This is an optimization exercise on Yosys and OpenROAD, whose aim is small area and a short achievable clock period, not a production implementation.
Function was checked by simulation only, so behaviour that the tests miss may differ from the original.
Power figures rest on the tool's default switching activity, not on a simulated workload.

[design/flow/config.mk]
export PLATFORM = sky130hd
export DESIGN_NAME = fft_test_core
export DESIGN_NICKNAME = fft_test_core
export VERILOG_FILES = /design/flow/design.v
export SDC_FILE = /design/flow/constraint.sdc
export NUM_CORES = 8
export LEC_CHECK = 0
export CAP_MARGIN = 20
export CORE_MARGIN = 2
export CORE_UTILIZATION = 25
export SETUP_SLACK_MARGIN = 0.3
export SLEW_MARGIN = 20
[design/flow/constraint.sdc]
create_clock -name core_clock -period 16.0 [get_ports {aclk}]
set_input_delay 3.2000 -clock core_clock [delete_from_list [all_inputs] [get_ports {aclk}]]
set_output_delay 3.2000 -clock core_clock [all_outputs]
set_load 0.01 [all_outputs]
[design/flow/design.v]
module fft_test_core #(
  localparam int N  = 64,
  localparam int IW = 12,
  localparam int OW = 19,
  localparam int AW = 43
) (
  input  logic                 aclk,
  input  logic                 aresetn,
  input  logic [IW-1:0]        input_data_ch1,
  output logic signed [OW-1:0] fft_real,
  output logic signed [OW-1:0] fft_imag,
  output logic [AW-1:0]        amp,
  output logic                 fft_out_valid
);
  typedef enum logic [1:0] {ST_CAPTURE, ST_COMPUTE, ST_OUTPUT} state_t;
  state_t     state, state_next;
  logic [7:0] cnt, cnt_next;
  logic signed [OW-1:0] mem_re [N];
  logic signed [OW-1:0] mem_im [N];
  function automatic logic signed [17:0] cos_q(input logic [4:0] k);
    case (k)
      5'd0:    cos_q = 18'sd65536;
      5'd1:    cos_q = 18'sd65220;
      5'd2:    cos_q = 18'sd64277;
      5'd3:    cos_q = 18'sd62714;
      5'd4:    cos_q = 18'sd60547;
      5'd5:    cos_q = 18'sd57798;
      5'd6:    cos_q = 18'sd54491;
      5'd7:    cos_q = 18'sd50660;
      5'd8:    cos_q = 18'sd46341;
      5'd9:    cos_q = 18'sd41576;
      5'd10:   cos_q = 18'sd36410;
      5'd11:   cos_q = 18'sd30893;
      5'd12:   cos_q = 18'sd25080;
      5'd13:   cos_q = 18'sd19024;
      5'd14:   cos_q = 18'sd12785;
      5'd15:   cos_q = 18'sd6424;
      default: cos_q = 18'sd0;
    endcase
  endfunction
  always_ff @(posedge aclk or negedge aresetn) begin
    if (!aresetn) begin
      state <= ST_CAPTURE;
      cnt   <= '0;
    end else begin
      state <= state_next;
      cnt   <= cnt_next;
    end
  end
  always_comb begin
    state_next = state;
    cnt_next   = cnt + 8'd1;
    case (state)
      ST_CAPTURE: if (cnt == 8'd63) begin
        state_next = ST_COMPUTE;
        cnt_next   = '0;
      end
      ST_COMPUTE: if (cnt == 8'd191) begin
        state_next = ST_OUTPUT;
        cnt_next   = '0;
      end
      ST_OUTPUT: if (cnt == 8'd63) begin
        state_next = ST_CAPTURE;
        cnt_next   = '0;
      end
      default: begin
        state_next = ST_CAPTURE;
        cnt_next   = '0;
      end
    endcase
  end
  logic [2:0] stage;
  logic [4:0] bfly;
  logic [5:0] span, pos, top, bot;
  logic [4:0] tw_idx, k_re, k_im;
  logic signed [17:0] wr, wi;
  always_comb begin
    stage  = cnt[7:5];
    bfly   = cnt[4:0];
    span   = 6'd1 << stage;
    pos    = {1'b0, bfly} & (span - 6'd1);
    top    = (({1'b0, bfly} >> stage) << (stage + 3'd1)) | pos;
    bot    = top | span;
    tw_idx = 5'(pos << (3'd5 - stage));
    k_re   = tw_idx[4] ? 5'(6'd32 - {1'b0, tw_idx}) : tw_idx;
    k_im   = tw_idx[4] ? {1'b0, tw_idx[3:0]} : (5'd16 - tw_idx);
    wr     = tw_idx[4] ? -cos_q(k_re) : cos_q(k_re);
    wi     = -cos_q(k_im);
  end
  logic signed [OW-1:0] a_re, a_im, b_re, b_im;
  logic signed [38:0]   p_re_full, p_im_full;
  logic signed [OW-1:0] p_re, p_im;
  logic signed [OW-1:0] top_re, top_im, bot_re, bot_im;
  always_comb begin
    a_re      = mem_re[top];
    a_im      = mem_im[top];
    b_re      = mem_re[bot];
    b_im      = mem_im[bot];
    p_re_full = 39'(b_re) * 39'(wr) - 39'(b_im) * 39'(wi) + 39'sd32768;
    p_im_full = 39'(b_re) * 39'(wi) + 39'(b_im) * 39'(wr) + 39'sd32768;
    p_re      = 19'(p_re_full >>> 16);
    p_im      = 19'(p_im_full >>> 16);
    top_re    = a_re + p_re;
    top_im    = a_im + p_im;
    bot_re    = a_re - p_re;
    bot_im    = a_im - p_im;
  end
  logic [5:0]          cap_addr;
  logic signed [IW-1:0] sample_s;
  assign cap_addr = {cnt[0], cnt[1], cnt[2], cnt[3], cnt[4], cnt[5]};
  assign sample_s = {~input_data_ch1[IW-1], input_data_ch1[IW-2:0]};
  always_ff @(posedge aclk) begin
    if (state == ST_CAPTURE) begin
      mem_re[cap_addr] <= 19'(sample_s);
      mem_im[cap_addr] <= '0;
    end else if (state == ST_COMPUTE) begin
      mem_re[top] <= top_re;
      mem_im[top] <= top_im;
      mem_re[bot] <= bot_re;
      mem_im[bot] <= bot_im;
    end
  end
  logic signed [OW-1:0] rd_re, rd_im;
  logic signed [37:0]   sq_re, sq_im;
  logic [AW-1:0]        amp_next;
  always_comb begin
    rd_re    = mem_re[cnt[5:0]];
    rd_im    = mem_im[cnt[5:0]];
    sq_re    = 38'(rd_re) * 38'(rd_re);
    sq_im    = 38'(rd_im) * 38'(rd_im);
    amp_next = {5'd0, sq_re} + {5'd0, sq_im};
  end
  always_ff @(posedge aclk or negedge aresetn) begin
    if (!aresetn) begin
      fft_real      <= '0;
      fft_imag      <= '0;
      amp           <= '0;
      fft_out_valid <= 1'b0;
    end else if (state == ST_OUTPUT) begin
      fft_real      <= rd_re;
      fft_imag      <= rd_im;
      amp           <= amp_next;
      fft_out_valid <= 1'b1;
    end else begin
      fft_real      <= '0;
      fft_imag      <= '0;
      amp           <= '0;
      fft_out_valid <= 1'b0;
    end
  end
endmodule
[design/flow/run.sh]
#!/bin/bash
# synth_recipe.tcl (not shown) runs the flow's synth.tcl, then flattens the netlist and writes it again
# the make line also repeats each setting of config.mk as NAME=value (left out here)
make -C /OpenROAD-flow-scripts/flow DESIGN_CONFIG=/design/flow/config.mk WORK_HOME=/design/flow/orfs CLKGATE_MAP_FILE= SYNTH_SCRIPT=/design/flow/synth_recipe.tcl finish
==> notes.md <==
final non-filler cell total=40,836; fin. max-slew vios=0; Final #Nets=a little over 30,000; met2 usage=around 34%; Lkg Pwr=roughly 0.11 uW; Initial Utilization=roughly 25%; WL per Instance=~30 um; first-pass GRT wire length=between 1,500,000 and 2,000,000 um; critical path arrival=approximately 16 ns; area of placed instances=roughly 0.27 mm^2; Async SR Flop Fraction=between 3 and 4%; most used cell, CP=fa_1; Layout fillers=100,838; final critical-path setup slack=between 0.5 and 0.6 ns; pin count of the biggest net entering global routing=between 100 and 150; status=timing/DRC/antenna clean; Worst path max stage delay=0.67 ns; Power Dens Cells=around 52 mW/mm^2; met1 global-route usage=29.5%; final worst-path cycle share=between 90% and 100%; GP Congestion=between 0.9 and 1; synthesized area per cell=8.77 um^2; crit path kind=flop to flop; Top FF cell, synth=edfxtp_1; Cell Area, Synth=roughly 0.24 mm^2; hold-fix buffers at CTS=0; WHS Endpoint=cnt[6]; Sequential cell area=between 0.07 and 0.08 mm^2; critical path's slowest cell=a222oi_1; synth unique cells=124; drt drc=0; htree depth=5; Buf/Inv on CP=17; TritonRoute pass-1 iters=13; Buffers on Ports=a little over 90; hold path cells=3; clock transition at the registers of the reported paths=roughly 0.06 ns; CTS root buf=clkbuf_16; busiest grt layer=met2; Tmin final=15.46 ns; Ys Warns=1; Reg2Reg Launch Point=cnt[5]; Top delay family on crit path=compound AO/OA/AOI/OAI gates; EDFF count, synth=2,432; RSZ-0062 raised after global routing=true; Die W=slightly below 1000 um; Via Count=~230k; post-DR vias/cell=between 5 and 6; GRT overflow=0; TritonCTS Buffers=around 310; critical path data required time=between 15 and 20 ns; first-iteration detailed-routing DRC count=between 40,000 and 50,000; standard-cell rows=~360; vias in the first global route=224,506; Worst-Skew Late Latency=roughly 1.1 ns; Detail Placement HPWL=819,000 um; Clock Sinks=2,520; R2R Path End=mem_re[17][16]; f_max=~65 MHz; Final ANT Viol Nets=0; CP endpoint kind=flop; CTS tree=built; maximum clock insertion buffer count=4; DIE AREA=0.980 mm^2; largest vdd supply drop=0.0875 mV; Hold Vio Cnt, Final=0; Rel. slew slack=approximately 11%; Die Y=slightly below 1000 um; r2r setup slk=between 0.5 and 0.6 ns; #FFs+latches synth=~2,500; Startpoint Class=flop; M3 GR Usage=a little under a tenth; Clock Skew=0.107 ns; Place WS=roughly 0.13 ns; final instance area=around 0.28 mm^2; share of layout cells above drive strength 1=between 10% and 20%; R2R depth=63; hold crit path type=flop to flop; final setup fails=0; initial antenna violation count=81; final hold slack=0.821 ns; Post-Route WL=roughly 1,200,000 um; P&R area growth vs syn=16.6%; boundary pin count=96; core area=about 0.97 mm^2; Mapped Cells=~28,000; beginning of the worst hold path=cnt[6]; CP Max Fanout=24; post-synthesis sequential area ratio=a little under a third; multi-input logic area=around 0.15 mm^2; actual slew at the worst max-slew pin=between 1 and 1.5 ns; max cap viols=0; GRT Resource Usage Total=about a quarter; placed cells=between 40,000 and 50,000
-- cells in the final DEF (no fill, tap or decap), drive strengths merged, types with 667 or more instances in the layout --
cell type	instances
a21oi	1375
buf	1938
edfxtp	2432
fa	2129
ha	667
inv	2394
mux4	780
nand2	6571
nand3	1816
nor2	2163
o21ai	1818
-- report_power, final --
| group | internal (uW) | switching, uW |
|---|---|---|
| clock | 4100 | 3180 |
| sequential | 7180 | 2.12 |
| combinational | 87.8 | 138 |
| total | 11400 | 3320 |
-- Yosys cell counts (26+ instances only) --
cell | n | area (um^2)
mux2i_1 | 74 | 741
o211ai_1 | 121 | 908
buf_2 | 152 | 761
dfrtp_1 | 88 | 2200
o21ai_2 | 40 | 350
and2_1 | 361 | 2260
o21a_1 | 31 | 233
o21ai_1 | 101 | 505
a311oi_1 | 443 | 3880
o21ai_0 | 1676 | 8390
a21boi_0 | 77 | 578
or2_2 | 55 | 344
a31oi_1 | 433 | 2710
a21o_1 | 44 | 330
ha_1 | 667 | 8350
nor2b_1 | 29 | 181
buf_1 | 397 | 1490
nand2_1 | 6562 | 24600
a21oi_1 | 1371 | 6860
o21bai_1 | 59 | 443
nor3_1 | 119 | 596
o221ai_1 | 91 | 797
a211oi_1 | 73 | 548
o22ai_1 | 120 | 751
xnor2_1 | 244 | 2140
nand3_1 | 1814 | 9080
inv_1 | 2376 | 8920
nor2_1 | 2157 | 8100
mux4_2 | 780 | 17600
fa_1 | 2129 | 42600
xor2_1 | 61 | 534
clkbuf_1 | 1856 | 6970
a311o_1 | 26 | 260
edfxtp_1 | 2432 | 73000
nand2b_1 | 51 | 319
and3_1 | 205 | 1280
-- worst reg2reg max path: cells and delay by family (launching register included) --
| family | cells | cell delay, ns |
|---|---|---|
| fa+ha+maj | 10 | 4.81 |
| mux | 2 | 0.81 |
| buf+inv | 17 | 2.51 |
| compound gates | 24 | 5.20 |
| flops | 1 | 0.43 |
| simple gates | 8 | 1.03 |
| xor+xnor | 2 | 0.35 |
-- flip-flops by register name, summed over array words and instances (netlist names) --
register / flops
mem_im: 1216
mem_re: 1216
amp: 39
fft_imag: 19
fft_real: 19
cnt: 8
state: 2
fft_out_valid: 1
-- worst max-delay path by stage --
stage,endpoint,startpoint,slack [ns],cells after the start
CTS,mem_re[17][16],cnt[6],0.33,69
detailed placement,mem_re[46][18],cnt[5],0.13,68
finish,mem_re[17][16],cnt[5],0.54,63
global route,mem_re[29][17],cnt[5],0.17,73
floorplan,mem_re[10][17],cnt[5],0.41,70
global placement,mem_re[46][18],cnt[6],-0.44,72
-- metal layers --
layer  vias up  share of wire (%)
li1      93691                  -
met1    113536                 34
met2     21223                 40
met3      5443                 16
met4        78                 10
met5         -              0.082
-- metrics by stage --
stage	util (%)	total power (uW)	setup TNS [ns]
2_1_floorplan	-	7440	0
3_3_place_gp	28.0	7530	-46.48
3_5_place_dp	28.0	7530	0
4_1_cts	29.0	14600	0
5_1_grt	29.2	14900	0
6_report	29.2	14700	0
-- repair_timing --
item / CTS / global route
setup buffers: 0 / 27
resized for setup: 13 / 180
endpoints found under the setup margin: 192 / 805
cloned: 0 / 9
pin swaps: 0 / 37
-- cells by family (layout without fill, tap and decap cells) --
family	after synthesis	count (layout)	synth area share [%]
buffers and inverters	4842	4985	7.64
AOI/OAI and AO/OA	4892	4892	12.1
and+or+nand+nor	11464	11464	19.6
adders and majority gates	2796	2796	21.0
other	1	81	0.00154
muxes	865	865	7.59
xor gates and xnor gates	311	311	1.15
DFF	2520	2520	31.0
-- area by class of cell --
cell class,count,share of cell area (%)
antenna,77,0.0681
tap,12922,5.71
timing repair buffer,2037,7.10
clock inverter,155,0.549
sequential,2520,26.6
clock buffer,391,2.93
multi-input combinational,20332,53.9
inverter,2402,3.19

-- afterwards: timing with drivers on the ports --
In the flow no input, the clock included, has a driving cell. The finished layout below was timed again as built, in two steps.
Step 1: set_driving_cell puts a clkbuf_16 on aclk and a buf_2 on each other input, an assumption about the parent block.
Step 2 moves the port delays by t, midway between the first and last clock arrival at a register: inputs arrive t later, outputs are due t later. That takes back most of the time a late clock gives input paths.
Slacks: ideal ports / drivers / drivers and shift; pairs: ideal ports / drivers.
t, ns: 1.179
setup WS [ns]: 0.537 / 0.537 / 0.537
worst register clock-pin slew, ns: 0.07 / 0.07
worst data-port slew with drivers (ns): 0.08
After both steps setup and hold are still met in this run. For this run, drivers alone change the setup slack by 0.000 ns; drivers and shift together by 0.000 ns.
